From an optimization exercise on the open Yosys and OpenROAD flow, aimed at a short achievable clock period and few clock cycles; shortcuts taken in it are not production practice.
The RTL was checked by simulation tests, not by an equivalence proof against the original design.
No driver is modelled on the clock port, so clocking that relies on it looks cheaper here than on a real chip.

==> flow/design.v (excerpt) <==
module data_memory_ctrl
#(
  parameter int ADDR_WIDTH = 9
) (
  input  logic                  clk,
  input  logic                  rst_n,
  input  logic                  req,
  input  logic                  we,
  input  logic [1:0]            size,
  input  logic                  sign_ext,
  input  logic [ADDR_WIDTH-1:0] addr,
  input  logic [31:0]           wdata,
  output logic                  ready,
  output logic [31:0]           rdata,
  output logic                  err
);
  localparam int DEPTH = 2 ** (ADDR_WIDTH - 2);
  localparam int NQ    = 4;                       
  localparam int QB    = 2;                       
  localparam int QW    = ADDR_WIDTH - 2 - QB;     
  logic [31:0]           r_mem [DEPTH];
  logic                  r_rdy;                   
  logic                  r_retry;                 
  logic [31:0]           r_cand [NQ];
  logic                  r_pv;
  logic [ADDR_WIDTH-3:0] r_pidx;
  logic [DEPTH-1:0]      r_psel;                  
  logic [3:0]            r_pbe;                   
  logic [31:0]           r_pdata;
  logic                  w_bad;
  logic                  w_store;
  logic [3:0]            w_be;
  logic [31:0]           w_wlane;
  logic                  w_load;
  logic                  w_hit;
  assign w_bad   = mem_pkg::is_misaligned(size, addr[1:0]);
  assign w_store = req && we && !w_bad;
  assign w_load  = req && !we && !r_rdy;
  assign w_hit   = r_pv && (r_pidx == addr[ADDR_WIDTH-1:2]);
  mem_lane_align u_lane_align (
    .size      (size),
    .offset    (addr[1:0]),
    .sign_ext  (sign_ext),
    .en        (1'b0),
    .wdata     (wdata),
    .byte_en   (w_be),
    .wword     (w_wlane),
    .sel_b0    (),
    .sel_b1    (),
    .sel_hi    (),
    .sgn_b1    (),
    .sgn_hi    ()
  );
  for (genvar q = 0; q < NQ; q++) begin : g_quarter
    logic [3:0] w_sel_b0, w_sel_b1, w_sgn_b1, w_sgn_hi;
    logic       w_sel_hi;
    logic [31:0] w_w;
    logic [31:0] w_c;
  ...
Size in the first run: ~4,400 flip-flops, about 82 I/O pins, about 160,000 sq um of cells after synthesis.
clock: 7.0 ns
lec_check: 0
cap_margin: 20
core_margin: 2
core_utilization: 50
place_density: 0.68
setup_slack_margin: 3.5
slew_margin: 20
standard.sh (not shown) runs the stock make flow with config.mk's settings and CLKGATE_MAP_FILE= SYNTH_SCRIPT=/design/flow/synth_recipe.tcl, a recipe that flattens the netlist after the stock synthesis.
==> flow/flow/run.sh <==
#!/bin/bash
# Standard layout with these changes: port buffers from the buf family,
# sizing not held to each cell's footprint, and the half and full adder
# cells kept out (added to the platform's don't-use list), so synthesis
# leaves XOR/AND pairs as plain gates for ABC to map for speed; and the
# repairs in CTS and global routing time the design with wire capacitance
# scaled up (flow/scale_rc.tcl), since detailed routing adds capacitance
# the estimates miss.
set -euo pipefail
DONT_USE="sky130_fd_sc_hd__probe_p_8 sky130_fd_sc_hd__probec_p_8 sky130_fd_sc_hd__lpflow_bleeder_1 sky130_fd_sc_hd__lpflow_clkbufkapwr_1 sky130_fd_sc_hd__lpflow_clkbufkapwr_16 sky130_fd_sc_hd__lpflow_clkbufkapwr_2 sky130_fd_sc_hd__lpflow_clkbufkapwr_4 sky130_fd_sc_hd__lpflow_clkbufkapwr_8 sky130_fd_sc_hd__lpflow_clkinvkapwr_1 sky130_fd_sc_hd__lpflow_clkinvkapwr_16 sky130_fd_sc_hd__lpflow_clkinvkapwr_2 sky130_fd_sc_hd__lpflow_clkinvkapwr_4 sky130_fd_sc_hd__lpflow_clkinvkapwr_8 sky130_fd_sc_hd__lpflow_decapkapwr_12 sky130_fd_sc_hd__lpflow_decapkapwr_3 sky130_fd_sc_hd__lpflow_decapkapwr_4 sky130_fd_sc_hd__lpflow_decapkapwr_6 sky130_fd_sc_hd__lpflow_decapkapwr_8 sky130_fd_sc_hd__lpflow_inputiso0n_1 sky130_fd_sc_hd__lpflow_inputiso0p_1 sky130_fd_sc_hd__lpflow_inputiso1n_1 sky130_fd_sc_hd__lpflow_inputiso1p_1 sky130_fd_sc_hd__lpflow_inputisolatch_1 sky130_fd_sc_hd__lpflow_isobufsrc_1 sky130_fd_sc_hd__lpflow_isobufsrc_16 sky130_fd_sc_hd__lpflow_isobufsrc_2 sky130_fd_sc_hd__lpflow_isobufsrc_4 sky130_fd_sc_hd__lpflow_isobufsrc_8 sky130_fd_sc_hd__lpflow_isobufsrckapwr_16 sky130_fd_sc_hd__lpflow_lsbuf_lh_hl_isowell_tap_1 sky130_fd_sc_hd__lpflow_lsbuf_lh_hl_isowell_tap_2 sky130_fd_sc_hd__lpflow_lsbuf_lh_hl_isowell_tap_4 sky130_fd_sc_hd__lpflow_lsbuf_lh_isowell_4 sky130_fd_sc_hd__lpflow_lsbuf_lh_isowell_tap_1 sky130_fd_sc_hd__lpflow_lsbuf_lh_isowell_tap_2 sky130_fd_sc_hd__lpflow_lsbuf_lh_isowell_tap_4"
DONT_USE="$DONT_USE sky130_fd_sc_hd__ha_1 sky130_fd_sc_hd__ha_2 sky130_fd_sc_hd__ha_4"
DONT_USE="$DONT_USE sky130_fd_sc_hd__fa_1 sky130_fd_sc_hd__fa_2 sky130_fd_sc_hd__fa_4"
bash standard.sh MATCH_CELL_FOOTPRINT=0 \
  "BUFFER_PORTS_ARGS=-buffer_cell sky130_fd_sc_hd__buf_4" \
  "DONT_USE_CELLS=$DONT_USE" \
  PRE_CTS_TCL=$(pwd)/flow/scale_rc.tcl \
  PRE_GLOBAL_ROUTE_TCL=$(pwd)/flow/scale_rc.tcl \
  finish > standard.log 2>&1
==> flow/flow/scale_rc.tcl <==
# Pessimistic wire capacitance for the repair steps: the platform's layer
# RC with capacitance scaled by rc_scale, clock wires left as they are.
set rc_scale 1.4
set_layer_rc -layer li1 -capacitance [expr {1.499e-04 * $rc_scale}] -resistance 7.176e-02
set_layer_rc -layer met1 -capacitance [expr {1.72375E-04 * $rc_scale}] -resistance 8.929e-04
set_layer_rc -layer met2 -capacitance [expr {1.36233E-04 * $rc_scale}] -resistance 8.929e-04
set_layer_rc -layer met3 -capacitance [expr {2.14962E-04 * $rc_scale}] -resistance 1.567e-04
set_layer_rc -layer met4 -capacitance [expr {1.48128E-04 * $rc_scale}] -resistance 1.567e-04
set_layer_rc -layer met5 -capacitance [expr {1.54087E-04 * $rc_scale}] -resistance 1.781e-05
set_wire_rc -signal -layer met1
set_wire_rc -clock -resistance 1.567e-04 -capacitance 2.14962E-04
Testbench counts at the start, summed over its fixed seeds: cycles 7,536.
==> next run, changes <==
--- a/flow/flow/run.sh
+++ b/flow/flow/run.sh
@@ -4,6 +4,3 @@
 # cells kept out (added to the platform's don't-use list), so synthesis
-# leaves XOR/AND pairs as plain gates for ABC to map for speed; and the
-# repairs in CTS and global routing time the design with wire capacitance
-# scaled up (flow/scale_rc.tcl), since detailed routing adds capacitance
-# the estimates miss.
+# leaves XOR/AND pairs as plain gates for ABC to map for speed.
 set -euo pipefail
@@ -15,4 +12,2 @@
   "DONT_USE_CELLS=$DONT_USE" \
-  PRE_CTS_TCL=$(pwd)/flow/scale_rc.tcl \
-  PRE_GLOBAL_ROUTE_TCL=$(pwd)/flow/scale_rc.tcl \
   finish > standard.log 2>&1
removed: flow/flow/scale_rc.tcl
After rerunning:
- worst setup slack stays flat
- count of clock-buffer cells in the layout stays the same
- cell count went down slightly
- die area does not change
- wire length went down by a few percent
- non-clock buffer count went down by 164
- sequential share of layout area went up by 1.3 points
- synthesized area stays the same
- final area went down slightly
- flip-flop and latch count is unchanged
- hold slack improves by 9.2 ps

==> what the ideal ports hide <==
The flow's constraints put no driver on any port. The routed layouts listed below were extracted and timed again, unchanged, in two steps. Step 1: set_driving_cell puts a clkbuf_16 on clk and a buf_2 on each other input, an assumption about the parent block. Step 2 times the ports against the registers' clock, not the clock port: input delays grow and output delays shrink by t, the midpoint of the rising clock arrivals with the driver on. Three values: no drivers, after step 1, after step 2; two values: the first two.
run	t, ns	setup slack, ns	worst data-port slew with drivers (ns)
the first run	1.117	3.378 / 3.128 / 2.137	0.48
the second run	1.103	3.380 / 3.127 / 2.130	0.51
After both steps every run listed still meets setup and hold. The setup slack of the second run, which loses most, moves by -0.253 ns with the drivers and by -1.250 ns with both steps.
